Context: an optimization exercise on an open-source flow, tuned for small area, a short achievable clock period and few clock cycles per item. The choices shown serve that exercise and are no tape-out recipe.
Where RTL was checked, it was by simulation tests only, not by an equivalence proof against the original.

==> run G: inputs <==
Design joystick_axes_to_cursor_motion_unit, start of the top module:
module joystick_axes_to_cursor_motion_unit #(
    parameter int ADC_BITS = jac_pkg::ADC_BITS_DEF
) (
    input  logic                          clk,
    input  logic                          rst_n,
    input  logic                          s_axis_tvalid,
    output logic                          s_axis_tready,
    input  logic [((4*ADC_BITS+8)/8)*8-1:0] s_axis_tdata,
    output logic                          m_axis_tvalid,
    input  logic                          m_axis_tready,
    output logic [jac_pkg::OUT_W-1:0]     m_axis_tdata,
    input  logic                          cfg_we,
    input  logic [2:0]                    cfg_addr,
    input  logic [(ADC_BITS > 8 ? ADC_BITS : 8)-1:0] cfg_data
);
    localparam int QD = 4;               
    localparam int FD = LANE_LAT + 4;    
    logic [9:0] origin_reg [NUM_AXES];
    logic [9:0] amin_reg, amax_reg;
    logic [7:0] max_speed_reg, speed_div_reg;
    logic [6:0] ticks_reg, interval_reg;
    logic       rdy_reg;
    logic       pend_reg;            
    logic [FD-1:0] fed_reg;          
    logic       ivl_wait_reg;        
    logic       allow1_reg;          
    logic [1:0] rb_cnt_reg;          
    logic       res_done_reg;        
    logic [QD-1:0] q_upd, q_prs;
    logic [2:0]    q_cnt;
    logic          out_valid_reg, out_upd_reg, out_prs_reg;
    logic [35:0]   out_res_reg;
    logic [9:0]  smp_reg [NUM_AXES];
    logic [7:0]  spd_reg [3];
    logic [7:0]  spd3_reg;
    logic [7:0]  ux_reg, uy_reg;     
    logic        nx_reg, ny_reg;     
    logic [3:0]  flag_reg;           
    logic [1:0]  feed_idx;
    logic [7:0]  lane_speed, lane_uprod;
    logic        lane_neg;
    logic [7:0]  dv1_reg;            
    logic [9:0]  dv3_reg, ms3_reg;   
    assign feed_idx = {fed_reg[2] | fed_reg[3], fed_reg[1] | fed_reg[3]};
  ...
==> flow/config.mk <==
export PLATFORM = sky130hd
export DESIGN_NAME = joystick_axes_to_cursor_motion_unit
export DESIGN_NICKNAME = joystick_axes_to_cursor_motion_unit
export VERILOG_FILES = /design/flow/design.v
export SDC_FILE = /design/flow/constraint.sdc
export NUM_CORES = 4
export LEC_CHECK = 0
export CAP_MARGIN = 20
export CORE_MARGIN = 2
export CORE_UTILIZATION = 40
export SETUP_SLACK_MARGIN = 4.6
export SLEW_MARGIN = 20
==> flow/constraint.sdc <==
create_clock -name core_clock -period 8.0 [get_ports {clk}]
set_input_delay 1.6000 -clock core_clock [delete_from_list [all_inputs] [get_ports {clk}]]
set_output_delay 1.6000 -clock core_clock [all_outputs]
set_load 0.01 [all_outputs]
run.sh (not shown) runs the stock make flow with config.mk's settings and CLKGATE_MAP_FILE= SYNTH_SCRIPT=/design/flow/synth_recipe.tcl, a recipe that flattens the netlist after the stock synthesis.
==> inputs of run F, as changes to run G <==
--- a/flow/design.v
+++ b/flow/design.v
@@ -268,31 +268,32 @@
     logic       r8_neg;
     always_ff @(posedge clk)
     begin
         r8_s   <= r7_sat ? 7'd127 : g_p[21:15];
         r8_neg <= r7_neg;
     end
-    logic [7:0] h_pp [7];
-    logic [7:0] h_s1, h_c1, h_s2, h_c2, h_s3, h_c3, h_s4, h_c4, h_s5, h_c5;
+    logic [7:0] h_pp [4];
+    logic [7:0] h_s1, h_c1, h_s2, h_c2;
     always_comb
     begin
         speed = r8_neg ? 8'(-{1'b0, r8_s}) : {1'b0, r8_s};
         neg   = r8_neg;
-        for (int i = 0; i < 7; i++)
-            h_pp[i] = r8_s[i] ? 8'(dv1 << i) : 8'd0;
+        for (int i = 0; i < 4; i++)
+        begin
+            case ((i < 3) ? r8_s[2*i +: 2] : {1'b0, r8_s[6]})
+                2'd0: h_pp[i] = 8'd0;
+                2'd1: h_pp[i] = 8'(dv1 << (2 * i));
+                2'd2: h_pp[i] = 8'(dv1 << (2 * i + 1));
+                default: h_pp[i] = 8'(dv3 << (2 * i));
+            endcase
+        end
         h_s1 = h_pp[0] ^ h_pp[1] ^ h_pp[2];
         h_c1 = ((h_pp[0] & h_pp[1]) | (h_pp[0] & h_pp[2]) | (h_pp[1] & h_pp[2])) << 1;
-        h_s2 = h_pp[3] ^ h_pp[4] ^ h_pp[5];
-        h_c2 = ((h_pp[3] & h_pp[4]) | (h_pp[3] & h_pp[5]) | (h_pp[4] & h_pp[5])) << 1;
-        h_s3 = h_s1 ^ h_c1 ^ h_pp[6];
-        h_c3 = ((h_s1 & h_c1) | (h_s1 & h_pp[6]) | (h_c1 & h_pp[6])) << 1;
-        h_s4 = h_s2 ^ h_c2 ^ h_s3;
-        h_c4 = ((h_s2 & h_c2) | (h_s2 & h_s3) | (h_c2 & h_s3)) << 1;
-        h_s5 = h_s4 ^ h_c4 ^ h_c3;
-        h_c5 = ((h_s4 & h_c4) | (h_s4 & h_c3) | (h_c4 & h_c3)) << 1;
-        uprod = h_s5 + h_c5;
+        h_s2 = h_s1 ^ h_c1 ^ h_pp[3];
+        h_c2 = ((h_s1 & h_c1) | (h_s1 & h_pp[3]) | (h_c1 & h_pp[3])) << 1;
+        uprod = h_s2 + h_c2;
     end
 endmodule
 import jac_pkg::*;
 module joystick_axes_to_cursor_motion_unit #(
     parameter int ADC_BITS = jac_pkg::ADC_BITS_DEF
 ) (
@@ -318,39 +319,37 @@
     logic       pend_reg;            
     logic [FD-1:0] fed_reg;          
     logic       ivl_wait_reg;        
     logic       allow1_reg;          
     logic [1:0] rb_cnt_reg;          
     logic       res_done_reg;        
-    logic [QD-1:0] q_upd, q_prs;
-    logic [2:0]    q_cnt;
+    logic [QD-1:0] q_v, q_upd, q_prs;  
     logic          out_valid_reg, out_upd_reg, out_prs_reg;
     logic [35:0]   out_res_reg;
     logic [9:0]  smp_reg [NUM_AXES];
     logic [7:0]  spd_reg [3];
     logic [7:0]  spd3_reg;
-    logic [7:0]  ux_reg, uy_reg;     
-    logic        nx_reg, ny_reg;     
+    logic [7:0]  u1_reg, u2_reg;     
+    logic        n1_reg, n2_reg;     
+    logic [9:0]  rsel_reg, osel_reg;  
     logic [3:0]  flag_reg;           
-    logic [1:0]  feed_idx;
     logic [7:0]  lane_speed, lane_uprod;
     logic        lane_neg;
     logic [7:0]  dv1_reg;            
     logic [9:0]  dv3_reg, ms3_reg;   
-    assign feed_idx = {fed_reg[2] | fed_reg[3], fed_reg[1] | fed_reg[3]};
     always_ff @(posedge clk)
     begin
         dv1_reg <= (speed_div_reg == 8'd0) ? 8'd1 : speed_div_reg;
         dv3_reg <= (speed_div_reg == 8'd0) ? 10'd3
                  : {2'b0, speed_div_reg} + {1'b0, speed_div_reg, 1'b0};
         ms3_reg <= {2'b0, max_speed_reg} + {1'b0, max_speed_reg, 1'b0};
     end
     jac_axis_lane u_lane (
         .clk       (clk),
-        .sample    (smp_reg[feed_idx]),
-        .origin    (origin_reg[feed_idx]),
+        .sample    (rsel_reg),
+        .origin    (osel_reg),
         .axis_min  (amin_reg),
         .axis_max  (amax_reg),
         .ms1       (max_speed_reg),
         .ms3       (ms3_reg),
         .dv1       (dv1_reg),
         .dv3       (dv3_reg),
@@ -360,57 +359,50 @@
     );
     logic       in_fire, report;
     logic [6:0] ticks_inc;
     logic       out_take, out_load, feed_go, res_last;
     logic       cap_x, cap_y, cap_x2;
     logic       head_ok;
-    logic [2:0] q_cnt_next;
-    logic [QD-1:0] q_upd_next, q_prs_next;
+    logic [QD-1:0] q_v_next, q_upd_next, q_prs_next, q_kept;
     logic       ivl_x, ivl_y;
     logic       ivl_wait_next, allow1_next;
     logic [7:0] m_sel, m_mag;
     logic signed [7:0] vx, vy;
     logic [6:0] ivl_new;
-    logic [1:0] push_idx;
     always_comb
     begin
         in_fire   = s_axis_tvalid && rdy_reg;
         ticks_inc = (ticks_reg == TICK_MAX) ? TICK_MAX : ticks_reg + 7'd1;
         report    = ticks_inc > interval_reg;
         out_take  = out_valid_reg && m_axis_tready;
         cap_x     = fed_reg[LANE_LAT];
         cap_y     = fed_reg[LANE_LAT + 1];
         cap_x2    = fed_reg[LANE_LAT + 2];
         res_last  = fed_reg[LANE_LAT + 3];
-        head_ok   = (q_cnt != 3'd0) && (!q_upd[0] || res_done_reg || res_last);
+        head_ok   = q_v[0] && (!q_upd[0] || res_done_reg || res_last);
         out_load  = head_ok && (!out_valid_reg || m_axis_tready);
         feed_go   = (pend_reg || (in_fire && report))
                  && (rb_cnt_reg == 2'd0
                      || (rb_cnt_reg == 2'd1 && q_upd[0] && (!out_valid_reg || m_axis_tready)));
-        push_idx = out_load ? 2'(q_cnt - 3'd1) : 2'(q_cnt);
         for (int i = 0; i < QD; i++)
         begin
-            if (in_fire && push_idx == 2'(i))
-            begin
-                q_upd_next[i] = report;
-                q_prs_next[i] = !s_axis_tdata[NUM_AXES*ADC_BITS];
-            end
-            else if (out_load)
+            q_kept[i] = out_load ? ((i < QD - 1) ? q_v[(i + 1) % QD] : 1'b0) : q_v[i];
+            if (q_kept[i])
             begin
-                q_upd_next[i] = (i < QD - 1) ? q_upd[(i + 1) % QD] : 1'b0;
-                q_prs_next[i] = (i < QD - 1) ? q_prs[(i + 1) % QD] : 1'b0;
+                q_upd_next[i] = out_load ? q_upd[(i + 1) % QD] : q_upd[i];
+                q_prs_next[i] = out_load ? q_prs[(i + 1) % QD] : q_prs[i];
             end
             else
             begin
-                q_upd_next[i] = q_upd[i];
-                q_prs_next[i] = q_prs[i];
+                q_upd_next[i] = report;
+                q_prs_next[i] = !s_axis_tdata[NUM_AXES*ADC_BITS];
             end
+            q_v_next[i] = q_kept[i] || (in_fire && (i == 0 || q_kept[(i + QD - 1) % QD]));
         end
-        q_cnt_next = q_cnt + 3'(in_fire) - 3'(out_load);
-        ivl_x = cap_y && (ux_reg != 8'd0);
-        ivl_y = cap_x2 && (ux_reg == 8'd0) && (uy_reg != 8'd0);
+        ivl_x = cap_y && (u1_reg != 8'd0);
+        ivl_y = cap_x2 && (u2_reg == 8'd0) && (u1_reg != 8'd0);
         ivl_wait_next = ivl_wait_reg;
         allow1_next   = allow1_reg;
         if (ivl_x || cap_x2)
             ivl_wait_next = 1'b0;
         if (in_fire)
         begin
@@ -419,17 +411,17 @@
                 ivl_wait_next = 1'b1;
                 allow1_next   = 1'b1;
             end
             else
                 allow1_next   = 1'b0;
         end
-        m_sel   = (ux_reg != 8'd0) ? ux_reg : uy_reg;
+        m_sel   = u1_reg;
         m_mag   = m_sel[7] ? 8'(-m_sel) : m_sel;
         ivl_new = (m_mag >= 8'd100) ? 7'd1 : 7'(8'd100 - m_mag);
-        vx      = nx_reg ? 8'(-ux_reg) : ux_reg;
-        vy      = ny_reg ? 8'(-uy_reg) : uy_reg;
+        vx      = n2_reg ? 8'(-u2_reg) : u2_reg;
+        vy      = n1_reg ? 8'(-u1_reg) : u1_reg;
     end
     always_ff @(posedge clk or negedge rst_n)
     begin
         if (!rst_n)
         begin
             ticks_reg     <= '0;
@@ -438,15 +430,15 @@
             pend_reg      <= 1'b0;
             fed_reg       <= '0;
             ivl_wait_reg  <= 1'b0;
             allow1_reg    <= 1'b0;
             rb_cnt_reg    <= '0;
             res_done_reg  <= 1'b0;
+            q_v           <= '0;
             q_upd         <= '0;
             q_prs         <= '0;
-            q_cnt         <= '0;
             out_valid_reg <= 1'b0;
             out_upd_reg   <= 1'b0;
             out_prs_reg   <= 1'b0;
             for (int i = 0; i < NUM_AXES; i++)
                 origin_reg[i] <= 10'd512;
             amin_reg      <= '0;
@@ -457,25 +449,25 @@
         else
         begin
             if (in_fire)
                 ticks_reg <= report ? 7'd0 : ticks_inc;
             if (ivl_x || ivl_y)
                 interval_reg <= ivl_new;
-            rdy_reg      <= (q_cnt_next < 3'(QD)) && (!ivl_wait_next || allow1_next);
+            rdy_reg      <= !q_v_next[QD-1] && (!ivl_wait_next || allow1_next);
             ivl_wait_reg <= ivl_wait_next;
             allow1_reg   <= allow1_next;
             pend_reg <= (pend_reg || (in_fire && report)) && !feed_go;
             fed_reg  <= {fed_reg[FD-2:0], feed_go};
             rb_cnt_reg <= rb_cnt_reg + 2'(feed_go) - 2'(out_load && q_upd[0]);
             if (out_load && q_upd[0])
                 res_done_reg <= 1'b0;
             else if (res_last)
                 res_done_reg <= 1'b1;
+            q_v   <= q_v_next;
             q_upd <= q_upd_next;
             q_prs <= q_prs_next;
-            q_cnt <= q_cnt_next;
             if (out_load)
             begin
                 out_valid_reg <= 1'b1;
                 out_upd_reg   <= q_upd[0];
                 out_prs_reg   <= q_prs[0];
             end
@@ -500,23 +492,15 @@
     always_ff @(posedge clk)
     begin
         if (in_fire && report)
             for (int i = 0; i < NUM_AXES; i++)
                 smp_reg[i] <= s_axis_tdata[i*ADC_BITS +: ADC_BITS];
         if (cap_x)
-        begin
             spd_reg[0] <= lane_speed;
-            ux_reg     <= lane_uprod;
-            nx_reg     <= lane_neg;
-        end
         if (cap_y)
-        begin
             spd_reg[1] <= lane_speed;
-            uy_reg     <= lane_uprod;
-            ny_reg     <= lane_neg;
-        end
         if (cap_x2)
         begin
             spd_reg[2] <= lane_speed;
             flag_reg   <= {vy < -8'sd5, vy > 8'sd5, vx < -8'sd5, vx > 8'sd5};
         end
         if (out_load)
@@ -524,10 +508,37 @@
                                        spd_reg[1], spd_reg[0]}
                                     : 36'd0;
     end
     always_ff @(posedge clk)
         if (res_last)
             spd3_reg <= lane_speed;
+    always_ff @(posedge clk)
+    begin
+        u1_reg <= lane_uprod;
+        u2_reg <= u1_reg;
+        n1_reg <= lane_neg;
+        n2_reg <= n1_reg;
+        if (feed_go)
+        begin
+            rsel_reg <= pend_reg ? smp_reg[0] : s_axis_tdata[ADC_BITS-1:0];
+            osel_reg <= origin_reg[0];
+        end
+        else if (fed_reg[0])
+        begin
+            rsel_reg <= smp_reg[1];
+            osel_reg <= origin_reg[1];
+        end
+        else if (fed_reg[1])
+        begin
+            rsel_reg <= smp_reg[2];
+            osel_reg <= origin_reg[2];
+        end
+        else
+        begin
+            rsel_reg <= smp_reg[3];
+            osel_reg <= origin_reg[3];
+        end
+    end
     assign s_axis_tready = rdy_reg;
     assign m_axis_tvalid = out_valid_reg;
     assign m_axis_tdata  = {2'b00, out_upd_reg, out_prs_reg, out_res_reg};
 endmodule
- CORE_UTILIZATION: 40 -> 65
- SETUP_SLACK_MARGIN: 4.6 -> 4.8
==> inputs of run H, as changes to run G <==
--- a/flow/design.v
+++ b/flow/design.v
@@ -324,13 +324,12 @@
     logic [QD-1:0] q_upd, q_prs;
     logic [2:0]    q_cnt;
     logic          out_valid_reg, out_upd_reg, out_prs_reg;
     logic [35:0]   out_res_reg;
     logic [9:0]  smp_reg [NUM_AXES];
     logic [7:0]  spd_reg [3];
-    logic [7:0]  spd3_reg;
     logic [7:0]  ux_reg, uy_reg;     
     logic        nx_reg, ny_reg;     
     logic [3:0]  flag_reg;           
     logic [1:0]  feed_idx;
     logic [7:0]  lane_speed, lane_uprod;
     logic        lane_neg;
@@ -364,14 +363,13 @@
     logic       cap_x, cap_y, cap_x2;
     logic       head_ok;
     logic [2:0] q_cnt_next;
     logic [QD-1:0] q_upd_next, q_prs_next;
     logic       ivl_x, ivl_y;
     logic       ivl_wait_next, allow1_next;
-    logic [7:0] m_sel, m_mag;
-    logic signed [7:0] vx, vy;
+    logic [7:0] m_sel, m_mag, vx, vy;
     logic [6:0] ivl_new;
     logic [1:0] push_idx;
     always_comb
     begin
         in_fire   = s_axis_tvalid && rdy_reg;
         ticks_inc = (ticks_reg == TICK_MAX) ? TICK_MAX : ticks_reg + 7'd1;
@@ -514,20 +512,25 @@
             uy_reg     <= lane_uprod;
             ny_reg     <= lane_neg;
         end
         if (cap_x2)
         begin
             spd_reg[2] <= lane_speed;
-            flag_reg   <= {vy < -8'sd5, vy > 8'sd5, vx < -8'sd5, vx > 8'sd5};
+            flag_reg   <= {$signed(vy) < -8'sd5, $signed(vy) > 8'sd5,
+                           $signed(vx) < -8'sd5, $signed(vx) > 8'sd5};
         end
         if (out_load)
-            out_res_reg <= q_upd[0] ? {flag_reg, res_last ? lane_speed : spd3_reg, spd_reg[2],
+            out_res_reg <= q_upd[0] ? {flag_reg, lane_speed_or_hold(), spd_reg[2],
                                        spd_reg[1], spd_reg[0]}
                                     : 36'd0;
     end
+    logic [7:0] spd3_reg;
     always_ff @(posedge clk)
         if (res_last)
             spd3_reg <= lane_speed;
+    function automatic logic [7:0] lane_speed_or_hold();
+        lane_speed_or_hold = res_last ? lane_speed : spd3_reg;
+    endfunction
     assign s_axis_tready = rdy_reg;
     assign m_axis_tvalid = out_valid_reg;
     assign m_axis_tdata  = {2'b00, out_upd_reg, out_prs_reg, out_res_reg};
 endmodule
- SETUP_SLACK_MARGIN: 4.6 -> 4.0
==> notes <==
Of run F and run G, run F has the higher critical path depth (gap 3). Via count, lowest first: run G, run H, run F. Register-to-register slack: run H is worse than run F (0.63 ns). The lowest sequential share of layout area belongs to run G, the highest to run F. The highest worst setup slack belongs to run F, the lowest to run H.
Testbench counts of run G, summed over its fixed seeds: cycles 42,462, items 25,600.
Function not checked in run F and run H: the RTL went through the layout flow alone.

-- static timing again, ports no longer ideal --
No port has a modelled driver above. Below, the same layouts with a new extraction and two added sets of constraints. Step 1 assumes that a clkbuf_16 drives the clock port and a buf_2 every other input. Step 2 also shifts input and output timing later by t, the mid clock arrival at the registers, as if the neighbouring blocks saw the same clock. Three values: ideal, step 1, step 2; two values: the first two.
run	t, ns	setup slack, ns	worst setup path after step 2	worst register clock-pin slew, ns	cell pins on the clock port's net
run G	0.657	4.499 / 4.499 / 4.099	input to register	0.06 / 0.06	1
run F	0.657	4.767 / 4.767 / 4.171	input to register	0.06 / 0.06	1
run H	0.681	4.137 / 4.137 / 3.629	input to register	0.06 / 0.06	1
After both steps setup and hold are still met in every run listed. The setup slack of run F, which loses most, moves by 0.000 ns with the drivers and by -0.596 ns with both steps.
